Background: an optimization exercise with open tools, aiming at small area, a short achievable clock period and few clock cycles per item. Do not read the settings as production practice. Only simulation tests tie the RTL to the original design; equivalence was not proved. The clock port is modelled as an ideal driver; clocking choices that lean on that would not hold on a real chip. Power is estimated from default activity; no workload was simulated.

## lru_block_cache_directory
module lru_block_cache_directory (
    input  wire logic                          i_clk,
    input  wire logic                          i_rst_n,
    input  wire logic                          i_in_valid,
    output logic                               o_in_stall,
    input  wire logic [lrud_pkg::KIND_W-1:0]   i_kind,
    input  wire logic [lrud_pkg::BLOCK_W-1:0]  i_block_number,
    input  wire logic                          i_insert_dirty,
    output logic                               o_out_valid,
    input  wire logic                          i_out_stall,
    output logic                               o_hit,
    output logic      [lrud_pkg::OWAY_W-1:0]   o_way,
    output logic                               o_evicted,
    output logic      [lrud_pkg::BLOCK_W-1:0]  o_evicted_block,
    output logic                               o_evicted_dirty,
    output logic      [lrud_pkg::TOTAL_W-1:0]  o_hit_total,
    output logic      [lrud_pkg::TOTAL_W-1:0]  o_miss_total,
    input  wire logic                          psel,
    input  wire logic                          penable,
    input  wire logic                          pwrite,
    input  wire logic [lrud_pkg::ADDR_W-1:0]   paddr,
    input  wire logic [lrud_pkg::DATA_W-1:0]   pwdata,
    output logic      [lrud_pkg::DATA_W-1:0]   prdata,
    output logic                               pready
);
clock: 13.0 ns
lec_check: 0
cap_margin: 20
core_margin: 2
core_utilization: 60
cts_cluster_diameter: 100
cts_cluster_size: 30
slew_margin: 20
tns_end_percent: 5
standard.sh (not shown) runs the stock make flow with config.mk's settings and CLKGATE_MAP_FILE= SYNTH_SCRIPT=/design/flow/synth_recipe.tcl, a recipe that flattens the netlist after the stock synthesis.
==> flow/flow/run.sh <==
#!/bin/bash
# Layout flow: the standard ORFS flow (standard.sh) with
#  - port buffers of buf_2 instead of the default choice, a slow delay buffer;
set -euo pipefail
bash standard.sh \
    "BUFFER_PORTS_ARGS=-buffer_cell sky130_fd_sc_hd__buf_2" \
    SETUP_SLACK_MARGIN=9.5 \
    finish > flow_make.log 2>&1
Testbench counts at the start, summed over its fixed seeds: cycles 16,016, items 16,000.
Next try:
==> flow/flow/run.sh (replaced) <==
#!/bin/bash
# Layout flow: the standard ORFS flow (standard.sh) with
#  - port buffers of buf_2 instead of the default choice, a slow delay buffer;
set -euo pipefail
export FLOW_CLOCK_PORT=i_clk
bash standard.sh \
    "BUFFER_PORTS_ARGS=-buffer_cell sky130_fd_sc_hd__buf_2" \
    SETUP_SLACK_MARGIN=9.5 \
    "PRE_CTS_TCL=$PWD/flow/cts_hook.tcl" \
    finish > flow_make.log 2>&1
==> flow/flow/cts_hook.tcl (new file) <==
set ::my_clock_port [expr {[info exists ::env(FLOW_CLOCK_PORT)] ? $::env(FLOW_CLOCK_PORT) : "i_clk"}]
rename clock_tree_synthesis my_orig_clock_tree_synthesis
proc clock_tree_synthesis {args} {
  my_orig_clock_tree_synthesis {*}$args
  set block [ord::get_db_block]
  set port_net [$block findNet $::my_clock_port]
  set loads {}
  foreach it [$port_net getITerms] { lappend loads $it }
  if {[llength $loads] != 1} {
    puts "cts_hook: clock port drives [llength $loads] pins, tree left as built"
    return
  }
  set root [[lindex $loads 0] getInst]
  set root_out [[$root findITerm X] getNet]
  set below {}
  foreach it [$root_out getITerms] {
    if {[$it getInst] ne $root} { lappend below $it }
  }
  if {[llength $below] > 4 || [llength [$root_out getBTerms]] > 0} {
    puts "cts_hook: root buffer drives [llength $below] pins, tree left as built"
    return
  }
  set root_name [$root getName]
  set root_out_name [$root_out getName]
  foreach it $below {
    set inst_name [[$it getInst] getName]
    set pin_name [[$it getMTerm] getName]
    disconnect_pin $root_out_name $inst_name/$pin_name
    connect_pin $::my_clock_port $inst_name/$pin_name
  }
  disconnect_pin $::my_clock_port $root_name/A
  delete_instance $root_name
  delete_net $root_out_name
  puts "cts_hook: removed root buffer $root_name; clock port now drives [llength $below] buffers"
}
Settings changed: CORE_UTILIZATION 60 to 75, CTS_CLUSTER_DIAMETER 100 to 80, CTS_CLUSTER_SIZE 30 to 20, PLACE_DENSITY from default to 0.82.
- The new run went through all stages and came out clean
- register-to-register slack improved by 70 ps
- core utilization increases by 18 points
- setup slack improved by 25 ps
- count of clock-buffer cells in the layout increases by 15
- sequential power hardly moves
- cell count decreases by 4.5%
- cell area increases by 0.62%
Next try:
==> flow/flow/run.sh (replaced) <==
#!/bin/bash
# Layout flow: the standard ORFS flow (standard.sh) with
#  - port buffers of buf_2 instead of the default choice, a slow delay buffer;
#  - SKIP_REPAIR_TIE_FANOUT, so the constant outputs share the synthesis's
#    single tie cell instead of one tie cell each;
set -euo pipefail
export FLOW_CLOCK_PORT=i_clk
bash standard.sh \
    "BUFFER_PORTS_ARGS=-buffer_cell sky130_fd_sc_hd__buf_2" \
    SETUP_SLACK_MARGIN=9.5 \
    SKIP_REPAIR_TIE_FANOUT=1 \
    "PRE_CTS_TCL=$PWD/flow/cts_hook.tcl" \
    finish > flow_make.log 2>&1
Settings changed: CORE_UTILIZATION 75 to 60, PLACE_DENSITY 0.82 to default.
- The changed run completed with no timing, DRC or antenna violations
- synthesized cell count is unchanged
- wire length is lower by roughly a tenth
- worst setup slack gets worse by 43 ps
- die area increases by a quarter to a third
- combinational power goes down by a little under a tenth
- final area is lower slightly
- total power goes up slightly
- fmax is lower slightly
- sequential power hardly moves
Next try:
==> flow/flow/run.sh (replaced) <==
#!/bin/bash
# Layout flow: the standard ORFS flow (standard.sh) with
#  - port buffers of buf_2 instead of the default choice, a slow delay buffer;
#  - repair_timing limited to resizing, pin swaps and buffer removal (no new
#    buffers or clones), which otherwise add area without moving the worst path;
set -euo pipefail
export FLOW_CLOCK_PORT=i_clk
bash standard.sh \
    "BUFFER_PORTS_ARGS=-buffer_cell sky130_fd_sc_hd__buf_2" \
    SETUP_SLACK_MARGIN=9.5 \
    SETUP_MOVE_SEQUENCE=unbuffer,sizeup,swap \
    "PRE_CTS_TCL=$PWD/flow/cts_hook.tcl" \
    finish > flow_make.log 2>&1
After rerunning: The changed run produced a clean layout. Combinational power goes down by 24%. First-iteration DRC count came out higher by 6.3%. Final cell count came out lower by 3.1%. Routed wire length decreases by 2.0%. Die area does not change.

static timing again, ports no longer ideal:
The flow's constraints put no driver on any port. The routed layouts listed below were extracted and timed again, unchanged, in two steps. Step 1 assumes that a clkbuf_16 drives the clock port and a buf_2 every other input. Step 2, shift: input delay + t, output delay - t, t = (earliest + latest rising clock arrival at the registers) / 2. This alone moves slack from input paths to output paths. Three values: no drivers, after step 1, after step 2; two values: the first two.
run | t (ns) | setup WS [ns] | worst setup path after step 2 | clock arrival spread, ns | worst register clock-pin slew, ns
the first run | 0.594 | 9.201 / 9.142 / 8.866 | input to register | 0.028 / 0.028 | 0.12 / 0.12
the second run | 0.514 | 9.226 / 9.155 / 8.871 | input to register | 0.019 / 0.019 | 0.10 / 0.10
the third run | 0.513 | 9.183 / 9.183 / 8.787 | input to register | 0.043 / 0.042 | 0.10 / 0.10
the fourth run | 0.506 | 9.128 / 9.128 / 8.862 | input to register | 0.014 / 0.013 | 0.09 / 0.09
After both steps setup and hold are still met in every run listed. For the third run, which loses most, drivers alone change the setup slack by 0.000 ns; drivers and shift together by -0.396 ns.
